What follows belongs to an exercise in optimizing a design on an open flow for a short achievable clock period and few clock cycles; a production flow would make more cautious choices.
Only simulation tests tie the RTL to the original design; equivalence was not proved.
Power figures rest on the tool's default switching activity, not on a simulated workload.

==> design/flow/design.v <==
`default_nettype none
package msgsp_pkg;
  localparam int MAX_STAGES     = 16;
  localparam int MAX_NODES      = 16;
  localparam int COST_WIDTH_DEF = 32;
  localparam int NODE_W         = 4;
  localparam int STAGE_W        = 4;
  localparam int CNT_W          = 5;
  localparam int EDGE_W         = 16;
  localparam int TOTAL_W        = 32;
  localparam logic [1:0] REQ_DECL  = 2'd0;
  localparam logic [1:0] REQ_EDGE  = 2'd1;
  localparam logic [1:0] REQ_SOLVE = 2'd2;
  typedef struct packed {
    logic [1:0]               req_type;
    logic [CNT_W-1:0]         node_count;
    logic [NODE_W-1:0]        from_node;
    logic [NODE_W-1:0]        to_node;
    logic signed [EDGE_W-1:0] edge_cost;
  } in_t;
  typedef struct packed {
    logic [STAGE_W-1:0]        stage_index;
    logic [NODE_W-1:0]         path_node;
    logic signed [TOTAL_W-1:0] total_cost;
    logic                      no_path;
    logic                      last;
  } out_t;
  typedef enum logic [2:0] {
    S_IDLE,
    S_DECL,
    S_RELAX,
    S_SCAN,
    S_PICK,
    S_BT_READ,
    S_BT_WAIT,
    S_EMIT
  } state_t;
  typedef struct packed {
    logic load;
    logic decl;
    logic relax;
    logic scan;
    logic pick;
    logic bt_read;
    logic bt_write;
    logic emit;
  } cmd_t;
  typedef struct packed {
    logic scan_last;
    logic found;
    logic single;
    logic bt_last;
    logic emit_last;
    logic out_free;
  } stat_t;
endpackage
`default_nettype wire
`default_nettype none
module msgsp_ctrl (
  input  logic             clk,
  input  logic             rst,
  input  logic             in_valid,
  input  logic [1:0]       in_req,
  output logic             in_ready,
  input  msgsp_pkg::stat_t stat,
  output msgsp_pkg::cmd_t  cmd
);
  msgsp_pkg::state_t state;
  msgsp_pkg::state_t state_next;
  always_ff @(posedge clk) begin
    if (rst) begin
      state <= msgsp_pkg::S_IDLE;
    end else begin
      state <= state_next;
    end
  end
  always_comb begin
    state_next = state;
    unique case (state)
      msgsp_pkg::S_IDLE: begin
        if (in_valid) begin
          unique case (in_req)
            msgsp_pkg::REQ_DECL:  state_next = msgsp_pkg::S_DECL;
            msgsp_pkg::REQ_EDGE:  state_next = msgsp_pkg::S_RELAX;
            msgsp_pkg::REQ_SOLVE: state_next = msgsp_pkg::S_SCAN;
            default:   state_next = msgsp_pkg::S_IDLE;
          endcase
        end
      end
      msgsp_pkg::S_DECL:  state_next = msgsp_pkg::S_IDLE;
      msgsp_pkg::S_RELAX: state_next = msgsp_pkg::S_IDLE;
      msgsp_pkg::S_SCAN: begin
        if (stat.scan_last) state_next = msgsp_pkg::S_PICK;
      end
      msgsp_pkg::S_PICK: begin
        if (!stat.found || stat.single) state_next = msgsp_pkg::S_EMIT;
        else state_next = msgsp_pkg::S_BT_READ;
      end
      msgsp_pkg::S_BT_READ: state_next = msgsp_pkg::S_BT_WAIT;
      msgsp_pkg::S_BT_WAIT: begin
        if (stat.bt_last) state_next = msgsp_pkg::S_EMIT;
        else state_next = msgsp_pkg::S_BT_READ;
      end
      msgsp_pkg::S_EMIT: begin
        if (stat.out_free && stat.emit_last) state_next = msgsp_pkg::S_IDLE;
      end
      default: state_next = msgsp_pkg::S_IDLE;
    endcase
  end
  always_comb begin
    cmd      = '0;
    in_ready = 1'b0;
    unique case (state)
      msgsp_pkg::S_IDLE: begin
        in_ready = 1'b1;
        cmd.load = in_valid;
      end
      msgsp_pkg::S_DECL:    cmd.decl     = 1'b1;
      msgsp_pkg::S_RELAX:   cmd.relax    = 1'b1;
      msgsp_pkg::S_SCAN:    cmd.scan     = 1'b1;
      msgsp_pkg::S_PICK:    cmd.pick     = 1'b1;
      msgsp_pkg::S_BT_READ: cmd.bt_read  = 1'b1;
      msgsp_pkg::S_BT_WAIT: cmd.bt_write = 1'b1;
      msgsp_pkg::S_EMIT:    cmd.emit     = stat.out_free;
      default: begin
        cmd = '0;
      end
    endcase
  end
endmodule
`default_nettype wire
`default_nettype none
module msgsp_datapath #(
  parameter int COST_WIDTH = msgsp_pkg::COST_WIDTH_DEF
) (
  input  logic             clk,
  input  logic             rst,
  input  msgsp_pkg::in_t   in_data,
  input  msgsp_pkg::cmd_t  cmd,
  output msgsp_pkg::stat_t stat,
  output logic             out_valid,
  input  logic             out_ready,
  output msgsp_pkg::out_t  out_data
);
  localparam int CW = COST_WIDTH;
  localparam logic signed [CW-1:0] COST_MAX = {1'b0, {(CW-1){1'b1}}};
  localparam logic signed [CW-1:0] COST_MIN = {1'b1, {(CW-1){1'b0}}};
  msgsp_pkg::in_t item;
  logic [msgsp_pkg::CNT_W-1:0]        stage_total;
  logic [msgsp_pkg::CNT_W-1:0]        prev_size;
  logic [msgsp_pkg::CNT_W-1:0]        cur_size;
  logic [msgsp_pkg::CNT_W-1:0]        sol_n;
  logic signed [CW-1:0]    prev_cost [msgsp_pkg::MAX_NODES];
  logic signed [CW-1:0]    cur_cost  [msgsp_pkg::MAX_NODES];
  logic [msgsp_pkg::MAX_NODES-1:0]    prev_reached;
  logic [msgsp_pkg::MAX_NODES-1:0]    cur_reached;
  logic [msgsp_pkg::NODE_W-1:0]       cur_parent [msgsp_pkg::MAX_NODES];
  logic [msgsp_pkg::NODE_W-1:0]       parent_mem [msgsp_pkg::MAX_STAGES*msgsp_pkg::MAX_NODES];
  logic [msgsp_pkg::NODE_W-1:0]       rd_data;
  logic [msgsp_pkg::NODE_W-1:0]       path_buf [msgsp_pkg::MAX_STAGES];
  logic [msgsp_pkg::NODE_W-1:0]       sj;
  logic                    found;
  logic signed [CW-1:0]    best_cost;
  logic [msgsp_pkg::NODE_W-1:0]       best_node;
  logic [msgsp_pkg::NODE_W-1:0]       cur_node;
  logic [msgsp_pkg::STAGE_W-1:0]      bs;
  logic [msgsp_pkg::STAGE_W-1:0]      ej;
  logic [msgsp_pkg::CNT_W-1:0]        n_sat;
  logic                    decl_ok;
  logic [msgsp_pkg::NODE_W-1:0]       rd_idx;
  logic signed [CW-1:0]    cost_rd;
  logic signed [CW:0]      prev_ext;
  logic signed [CW:0]      ec_ext;
  logic signed [CW:0]      sum;
  logic signed [CW-1:0]    cand;
  logic                    edge_ok;
  logic                    relax_we;
  logic [msgsp_pkg::STAGE_W-1:0]      cur_stage;
  logic                    scan_hit;
  logic                    emit_last;
  logic                    pw_we;
  logic [msgsp_pkg::STAGE_W-1:0]      pw_idx;
  logic [msgsp_pkg::NODE_W-1:0]       pw_data;
  always_comb begin
    n_sat   = (item.node_count > msgsp_pkg::CNT_W'(msgsp_pkg::MAX_NODES)) ? msgsp_pkg::CNT_W'(msgsp_pkg::MAX_NODES) : item.node_count;
    decl_ok = (item.node_count != '0) && (stage_total < msgsp_pkg::CNT_W'(msgsp_pkg::MAX_STAGES));
    rd_idx  = cmd.scan ? sj : item.to_node;
    cost_rd = cur_cost[rd_idx];
    prev_ext = (CW+1)'(prev_cost[item.from_node]);
    ec_ext   = (CW+1)'($signed(item.edge_cost));
    sum      = prev_ext + ec_ext;
    if (sum[CW] != sum[CW-1]) cand = sum[CW] ? COST_MIN : COST_MAX;
    else cand = sum[CW-1:0];
    edge_ok = (stage_total >= msgsp_pkg::CNT_W'(2))
           && ({1'b0, item.from_node} < prev_size)
           && ({1'b0, item.to_node} < cur_size)
           && prev_reached[item.from_node];
    relax_we = cmd.relax && edge_ok
            && (!cur_reached[item.to_node] || (cand < cost_rd)
                || ((cand == cost_rd) && (item.from_node < cur_parent[item.to_node])));
    cur_stage = msgsp_pkg::STAGE_W'(stage_total - msgsp_pkg::CNT_W'(1));
    scan_hit = (stage_total != '0) && cur_reached[sj] && (!found || (cost_rd < best_cost));
    emit_last = !found || ({1'b0, ej} == (sol_n - msgsp_pkg::CNT_W'(1)));
    pw_we   = cmd.pick || cmd.bt_write;
    pw_idx  = cmd.pick ? msgsp_pkg::STAGE_W'(sol_n - msgsp_pkg::CNT_W'(1)) : (bs - 1'b1);
    pw_data = cmd.pick ? best_node : rd_data;
    stat.scan_last = (stage_total == '0) || ({1'b0, sj} == (cur_size - msgsp_pkg::CNT_W'(1)));
    stat.found     = found;
    stat.single    = (sol_n == msgsp_pkg::CNT_W'(1));
    stat.bt_last   = (bs == msgsp_pkg::STAGE_W'(1));
    stat.emit_last = emit_last;
    stat.out_free  = !out_valid || out_ready;
  end
  always_ff @(posedge clk) begin
    if (rst) begin
      stage_total  <= '0;
      prev_reached <= '0;
      cur_reached  <= '0;
      out_valid    <= 1'b0;
    end else begin
      if (cmd.decl && decl_ok) begin
        prev_reached <= cur_reached;
        for (int j = 0; j < msgsp_pkg::MAX_NODES; j++) begin
          cur_reached[j] <= (stage_total == '0) && (msgsp_pkg::CNT_W'(j) < n_sat);
        end
        stage_total <= stage_total + 1'b1;
      end
      if (relax_we) cur_reached[item.to_node] <= 1'b1;
      if (cmd.pick) begin
        stage_total  <= '0;
        prev_reached <= '0;
        cur_reached  <= '0;
      end
      if (cmd.emit) out_valid <= 1'b1;
      else if (out_ready) out_valid <= 1'b0;
    end
  end
  always_ff @(posedge clk) begin
    if (cmd.load) begin
      item  <= in_data;
      sj    <= '0;
      found <= 1'b0;
      ej    <= '0;
      sol_n <= stage_total;
    end
    if (cmd.decl && decl_ok) begin
      for (int j = 0; j < msgsp_pkg::MAX_NODES; j++) begin
        prev_cost[j] <= cur_cost[j];
        cur_cost[j]  <= '0;
      end
      prev_size <= cur_size;
      cur_size  <= n_sat;
    end
    if (relax_we) begin
      cur_cost[item.to_node]   <= cand;
      cur_parent[item.to_node] <= item.from_node;
    end
    if (cmd.scan) begin
      if (scan_hit) begin
        found     <= 1'b1;
        best_cost <= cost_rd;
        best_node <= sj;
      end
      sj <= sj + 1'b1;
    end
    if (cmd.pick) begin
      bs       <= msgsp_pkg::STAGE_W'(sol_n - msgsp_pkg::CNT_W'(1));
      cur_node <= best_node;
    end
    if (cmd.bt_write) begin
      cur_node <= rd_data;
      bs       <= bs - 1'b1;
    end
    if (pw_we) path_buf[pw_idx] <= pw_data;
    if (cmd.emit) begin
      ej                   <= ej + 1'b1;
      out_data.stage_index <= found ? ej : '0;
      out_data.path_node   <= found ? path_buf[ej] : '0;
      out_data.total_cost  <= (found && emit_last) ? msgsp_pkg::TOTAL_W'(best_cost) : '0;
      out_data.no_path     <= !found;
      out_data.last        <= emit_last;
    end
  end
  always_ff @(posedge clk) begin
    if (relax_we) parent_mem[{cur_stage, item.to_node}] <= item.from_node;
    if (cmd.bt_read) rd_data <= parent_mem[{bs, cur_node}];
  end
endmodule
`default_nettype wire
`default_nettype none
module multistage_graph_shortest_path #(
  parameter int COST_WIDTH = msgsp_pkg::COST_WIDTH_DEF
) (
  input  logic            clk,
  input  logic            rst,
  input  logic            in_valid,
  output logic            in_ready,
  input  logic [30:0]     in_data,
  output logic            out_valid,
  input  logic            out_ready,
  output logic [41:0]     out_data
);
  msgsp_pkg::in_t  in_s;
  msgsp_pkg::out_t out_s;
  assign in_s     = msgsp_pkg::in_t'(in_data);
  assign out_data = out_s;
  msgsp_pkg::cmd_t  cmd;
  msgsp_pkg::stat_t stat;
  msgsp_ctrl u_ctrl (
    .clk      (clk),
    .rst      (rst),
    .in_valid (in_valid),
    .in_req   (in_s.req_type),
    .in_ready (in_ready),
    .stat     (stat),
    .cmd      (cmd)
  );
  msgsp_datapath #(
    .COST_WIDTH (COST_WIDTH)
  ) u_datapath (
    .clk       (clk),
    .rst       (rst),
    .in_data   (in_s),
    .cmd       (cmd),
    .stat      (stat),
    .out_valid (out_valid),
    .out_ready (out_ready),
    .out_data  (out_s)
  );
endmodule
`default_nettype wire
==> design/flow/run.sh <==
#!/bin/bash
# synth_recipe.tcl (not shown) runs the flow's synth.tcl, then flattens the netlist and writes it again
# the make line also repeats each setting of config.mk as NAME=value (left out here)
make -C /OpenROAD-flow-scripts/flow DESIGN_CONFIG=/design/flow/config.mk WORK_HOME=/design/flow/orfs CLKGATE_MAP_FILE= SYNTH_SCRIPT=/design/flow/synth_recipe.tcl finish
==> design/flow/config.mk <==
export PLATFORM = sky130hd
export DESIGN_NAME = multistage_graph_shortest_path
export DESIGN_NICKNAME = multistage_graph_shortest_path
export VERILOG_FILES = /design/flow/design.v
export SDC_FILE = /design/flow/constraint.sdc
export NUM_CORES = 4
export LEC_CHECK = 0
export CAP_MARGIN = 30
export CORE_MARGIN = 2
export CORE_UTILIZATION = 40
export PLACE_DENSITY = 0.6
export SLEW_MARGIN = 40
==> design/flow/constraint.sdc <==
create_clock -name core_clock -period 10.0 [get_ports {clk}]
set_input_delay 2.0000 -clock core_clock [delete_from_list [all_inputs] [get_ports {clk}]]
set_output_delay 2.0000 -clock core_clock [all_outputs]
set_load 0.01 [all_outputs]
==> notes.md <==
Die Width=498 um; clk buf depth=3; yosys warns=3; ranking of synthesized cells by area=edfxtp_1, mux4_2, nor2_1; CTS Hold Bufs=0; RSZ-0062 raised after global routing=false; CTS root buffer=clkbuf_16; worst-margin pin slew=0.908 ns; first-pass GRT wire length=395000 um; leak pwr=0.0366 uW; clock slew at reported path FFs=0.06 ns; fin. max-slew vios=0; initial antenna violation count=9; r2r startpoint=u_datapath.item[22]; vias in the first global route=54.0k; number of synthesized flops with an enable pin=2318; Setup Skew=0.0633 ns; status=timing/DRC/antenna clean; routed len/inst=30.5 um; Area growth syn-to-layout=14.1%; Post-route DRC=0; total iterations of the first detailed-routing run=6; slowest CP cell=edfxtp_1; xor/xnor share of the synthesized area=0.430%; largest family of logic cells by synthesized area=multiplexers; Slew Limit Headroom=39.5%; crit path DAT=9.83 ns; worst-path fanout max=25; Final Hold Vio Count=0; DPL Wire Length=164000 um; Synth Area in Compound Gates=4.24%; Routed WL=277000 um; initial drt markers=6871; I/O Buffers=78; Adder-Cell Fraction of Synth Area=1.69%; CP Data Required Time=10.59 ns; CP startpoint kind=flop; synthesized instance count=5551; Die Y=498 um; clock latency (worst-skew pair)=0.91 ns; peak supply drop=0.000169 V; Post-layout nets=5836; post-CTS sizing=0; share of the synthesized area in the top cell type=71.4%; Avg Synthesized Cell Area=17.6 sq um; Post-synth ARST share=0%; H-tree depth=4; die area=0.248 sq mm; post-route ant nets=0; Core Area=0.243 sq mm; Crit Path Class=flop to flop; max cap viols=0; DR vias/cell=5.90; simple-gate area share of the yosys netlist=5.66%; CP Capture Type=flop; final count of negative-setup-slack endpoints=0; Final Cycle Share=92.4%; Hold WC Path Type=flop to flop; CTS Buf Count=230; Synth Register Bits=2364; GRT overflow=0; Tot Pwr=26600 uW; cell row count=181; TritonCTS clock tree=done; CP Launch Point=u_datapath.item[22]; min Tclk post-route=9.24 ns; via count=53.5k; Max Fclk=0.108 GHz; RD Place Congestion=0.891; initial core utilization=40.2%; Seq/Total Area, Yosys=72.3%; Placed Cells=8642; post-synth top area cell=edfxtp_1; layout cells sized above 1=20.7%; setup repair bufs after CTS=0; IO Pins=79; final std cells w/o fill=9077; hold path start=u_datapath.cur_cost[10][20]; Most used DFF post-synth=edfxtp_1; gr usage total=22.1%; CTS Sinks=2364; post-synthesis mux area share=13.3%; synth unique cells=86; PwrDens=239 mW/mm^2; synthesized cell area=0.0975 sq mm; largest net degree at the start of global routing=147; cell mode on critical path=buf_4; Synth Net Count=5712; CP peak stage delay=0.74 ns
[layout by cell type (no fill, tap or decap), types with 47 or more instances in the layout]
| cell type | synthesis | layout |
|---|---|---|
| nor2_1 | 785 | 774 |
| a21oi_1 | 132 | 127 |
| mux4_2 | 518 | 518 |
| edfxtp_1 | 2318 | 2318 |
| buf_4 | 24 | 123 |
| clkbuf_16 | 0 | 231 |
| clkdlybuf4s50_1 | 0 | 78 |
| nand4_1 | 74 | 74 |
| a22oi_1 | 179 | 178 |
| mux2i_1 | 84 | 79 |
| inv_1 | 142 | 137 |
| nand2_1 | 141 | 119 |
| nor3_1 | 124 | 118 |
| ha_1 | 125 | 116 |
| clkinv_1 | 1 | 50 |
| nand3_1 | 53 | 49 |
| clkinv_2 | 0 | 47 |
[registers in the layout, summed over array words and instances (netlist names), 29 cells and up, named ones only]
register and cells:
u_datapath.parent_mem 1024, u_datapath.cur_cost 512, u_datapath.prev_cost 512, u_datapath.cur_parent 64, u_datapath.path_buf 64, u_datapath.out_data 42
u_datapath.best_cost 32, u_datapath.item 29
[report_power, final]
part / internal [uW] / leakage, uW / switching [uW]
clock network: 4960 / 0.00372 / 3830
registers: 11600 / 0.0218 / 268
logic: 1820 / 0.0111 / 4100
[through the flow]
step / setup slack, ns / instance area [sq um] / setup TNS (ns) / hold slack (ns) / utilization (%)
CTS: 0.861 / 111000 / 0 / 0.409 / 45.8
global placement: 0.762 / 103000 / 0 / 0.422 / 42.5
floorplan: -0.724 / 98100 / -397.80 / 0.406 / -
global route: 0.297 / 111000 / 0 / 0.429 / 45.8
detailed placement: 0.843 / 103000 / 0 / 0.427 / 42.6
finish: 0.760 / 111000 / 0 / 0.412 / 45.8
[synth_stat cells, types with 5 or more instances]
library cell,count
a221oi_1,28
a21oi_1,132
a22o_1,23
xor2_1,23
buf_6,6
a31oi_1,8
o21a_1,7
nor2b_1,17
a21o_1,31
edfxtp_1,2318
nor2_1,785
and2_1,11
or2_2,5
buf_2,103
o211ai_1,5
nor3_1,124
o22ai_1,6
clkbuf_1,214
o22a_1,34
inv_1,142
xnor2_1,23
dfxtp_1,46
maj3_1,6
nand2b_1,15
ha_1,125
or3_1,7
buf_1,29
mux2i_1,84
nand3_1,53
and3_1,5
o21bai_1,5
a21oi_4,15
mux4_2,518
nand2_1,141
buf_4,24
nand4_1,74
a211oi_1,6
a22oi_1,179
o21ai_0,45
mux2_2,45
[cells by family after synthesis]
kind of cell             after synthesis
AO/OA/AOI/OAI                        568
XOR/XNOR                              47
adder cells (fa/ha/maj)              132
buffers and inverters                523
flip-flops                          2364
multiplexers                         647
AND/OR/NAND/NOR                     1270
[final timing paths]
path,endpoint,slack (ns),cells past startpoint
worst max-delay path,u_datapath.cur_cost[9][22],0.76,29
worst min-delay path,u_datapath.prev_cost[10][20],0.41,0
worst max register to register,u_datapath.cur_cost[9][22],0.76,29
worst min register to register,u_datapath.prev_cost[10][20],0.41,0
[per-layer routing]
metal	part of all wire [%]	up-vias	track usage (%)
met1	40	28143	30.3
met3	8.7	481	4.19
met5	0	-	0
met4	3.1	0	6.71
met2	48	2664	35.7
li1	-	22254	-
[critical path: cells and delay by family, from the launching register on]
family,cells,cell delay [ns]
xor+xnor,1,0.45
fa+ha+maj,2,0.64
flops,1,0.74
compound gates,11,3.12
simple gates,9,2.22
buf+inv,6,1.66
[final cells by class]
type | count | area, sq um
multi-input combinational | 2664 | 25400
clock buffer | 277 | 5990
inverter | 147 | 569
clock inverter | 152 | 1700
antenna | 3 | 7.51
sequential | 2364 | 70500
tap | 3202 | 4010
fill | 20659 | 132000
timing repair buffer | 268 | 2970
Testbench counts, summed over its fixed seeds: cycles 93,728.

## port drivers added, routing unchanged
The flow's constraints put no driver on any port. The routed layout listed below was extracted and timed again, unchanged, in two steps. Step 1 sets driving cells, clkbuf_16 on the clock port and buf_2 on the other inputs (assumed; they add their load-dependent delay and slew). Step 2 adds t to the input delays and takes it off the output delays; t is the mean of the earliest and latest rising clock arrival at the registers after step 1. Input paths then give back, and output paths get back, about the clock's delay inside the block. a / b / c = no drivers / after step 1 / after step 2; a / b = the first two.
t (ns): 0.969
slack for setup (ns): 0.760 / 0.760 / 0.760
worst slew at a driven data input, ns: 0.28
cell pins on the clock port's net: 1
After both steps this run still meets setup and hold. For this run, drivers alone change the setup slack by 0.000 ns; drivers and shift together by 0.000 ns.
